From an optimization exercise on the open Yosys and OpenROAD flow, aimed at small area, a short achievable clock period and few clock cycles per item; shortcuts taken in it are not production practice.
Only simulation tests tie the RTL to the original design; equivalence was not proved.
Power figures rest on the tool's default switching activity, not on a simulated workload.

Design alu_cluster, start of the top module:
module alu_cluster (
  input  logic          clk,
  input  logic          rst,
  input  logic          in_valid,
  output logic          in_ready,
  input  logic [145:0]  in_req,
  output logic          out_valid,
  input  logic          out_ready,
  output logic [72:0]   out_rsp
);
export LEC_CHECK = 0
export ABC_AREA = 1
export CAP_MARGIN = 30
export CORE_MARGIN = 2
export CORE_UTILIZATION = 40
export PLACE_DENSITY = 0.6
export SETUP_SLACK_MARGIN = 2.0
export SLEW_MARGIN = 20
create_clock -name core_clock -period 6.0 [get_ports {clk}]
standard.sh (not shown) runs the stock make flow with config.mk's settings and CLKGATE_MAP_FILE= SYNTH_SCRIPT=/design/flow/synth_recipe.tcl, a recipe that flattens the netlist after the stock synthesis.
==> flow/flow/run.sh <==
#!/bin/bash
# The standard layout, with plain buf_1 cells as the port buffers (the resizer
# upsizes them where timing needs it).
set -euo pipefail
export BUFFER_PORTS_ARGS="-buffer_cell sky130_fd_sc_hd__buf_1"
bash standard.sh > standard.log 2>&1
The first run finished clean.
Testbench counts at the start, summed over its fixed seeds: cycles 27,441, items 24,000.
==> next run, changes <==
--- a/flow/flow/run.sh
+++ b/flow/flow/run.sh
@@ -5,0 +6 @@
+export ADDER_MAP_FILE=
Via count rose by 3.1%.
Cell count rises by 11%.
Routed wire length went down by 4.9%.
==> next run, changes <==
==> flow/flow/run.sh (replaced) <==
#!/bin/bash
set -euo pipefail
export BUFFER_PORTS_ARGS="-buffer_cell sky130_fd_sc_hd__buf_1"

rm -rf scripts_abc
cp -r "$FLOW_HOME/scripts" scripts_abc
cp flow/abc_area.script scripts_abc/abc_area.script
SCRIPTS_DIR="$PWD/scripts_abc" bash standard.sh synth > synth.log 2>&1
bash standard.sh > standard.log 2>&1
==> flow/flow/abc_area.script (new file) <==
strash
dch -f
map -a
amap
Effect:
- worst setup slack degrades by 1.4 ns
- non-clock buffer count grows by 81
- utilization grows by 9.6 points
- final cell count shrinks by a quarter to a third
- power grows slightly
==> next run, changes <==
==> flow/run.sh (new file) <==
#!/bin/bash
# synth_recipe.tcl (not shown) runs the flow's synth.tcl, then flattens the netlist and writes it again
# the make line also repeats each setting of config.mk as NAME=value (left out here)
make -C /OpenROAD-flow-scripts/flow DESIGN_CONFIG=/design/flow/config.mk WORK_HOME=/design/flow/orfs CLKGATE_MAP_FILE= SYNTH_SCRIPT=/design/flow/synth_recipe.tcl finish
Settings changed: SETUP_SLACK_MARGIN 2.0 to 1.5.
removed: flow/flow/run.sh
removed: flow/flow/abc_area.script
removed: flow/standard.sh
Outcome:
- die area came out higher by 26%
- via count is higher by 26%
- power went up by 6.9%
- hold slack improved by 0.38 ns
==> next run, changes <==
==> flow/flow/run.sh (new file) <==
#!/bin/bash
# The standard layout, with plain buf_1 cells as the port buffers (the resizer
# upsizes them where timing needs it).
set -euo pipefail
export BUFFER_PORTS_ARGS="-buffer_cell sky130_fd_sc_hd__buf_1"

bash standard.sh > standard.log 2>&1
==> flow/standard.sh (new file) <==
#!/bin/bash
# synth_recipe.tcl (not shown) runs the flow's synth.tcl, then flattens the netlist and writes it again
# the make line also repeats each setting of config.mk as NAME=value (left out here)
make -C /OpenROAD-flow-scripts/flow DESIGN_CONFIG=/design/flow/config.mk WORK_HOME=/design/flow/orfs CLKGATE_MAP_FILE= SYNTH_SCRIPT=/design/flow/synth_recipe.tcl "${@:-finish}"
Settings changed: CORE_UTILIZATION 40 to 65, PLACE_DENSITY 0.6 to 0.75, SETUP_SLACK_MARGIN 1.5 to 2.0.
removed: flow/run.sh
Clock power came out higher by 8.7%. Critical path depth came out higher by 4. Setup slack gains 0.19 ns. Sequential share of layout area came out higher by 0.56 points.
==> next run, changes <==
==> flow/run.sh (new file) <==
#!/bin/bash
# synth_recipe.tcl (not shown) runs the flow's synth.tcl, then flattens the netlist and writes it again
# the make line also repeats each setting of config.mk as NAME=value (left out here)
make -C /OpenROAD-flow-scripts/flow DESIGN_CONFIG=/design/flow/config.mk WORK_HOME=/design/flow/orfs CLKGATE_MAP_FILE= SYNTH_SCRIPT=/design/flow/synth_recipe.tcl finish
Settings changed: CORE_UTILIZATION 65 to 40, PLACE_DENSITY 0.75 to 0.6, SETUP_SLACK_MARGIN 2.0 to 1.0.
removed: flow/flow/run.sh
removed: flow/standard.sh
Result:
- global-route usage came out lower by 19 points
- register-to-register slack degrades by 0.23 ns
- clock-buffer cell count is unchanged

## port drivers added, routing unchanged
How much do the figures lean on ideal ports? The routed layouts below were timed once more, with nothing changed but the port constraints.
Step 1 assumes that a clkbuf_16 drives the clock port and a buf_2 every other input.
Step 2 times the ports against the registers' clock, not the clock port: input delays grow and output delays shrink by t, the midpoint of the rising clock arrivals with the driver on.
a / b / c = no drivers / after step 1 / after step 2; a / b = the first two.
run	t (ns)	setup slack, ns	worst setup path after step 2	clock arrival spread, ns
the first run	0.414	1.908 / 1.922 / 1.507	input to register	0.020 / 0.019
the second run	0.400	2.116 / 2.140 / 1.740	input to register	0.008 / 0.008
the third run	0.419	0.730 / 0.746 / 0.327	input to register	0.014 / 0.013
the fourth run	0.414	1.595 / 1.629 / 1.214	input to register	0.023 / 0.023
the fifth run	0.410	1.783 / 1.753 / 1.343	input to register	0.028 / 0.028
the sixth run	0.391	1.095 / 1.113 / 0.722	input to register	0.017 / 0.017
After both steps every run listed still meets setup and hold. For the fifth run, which loses most, drivers alone change the setup slack by -0.030 ns; drivers and shift together by -0.440 ns.
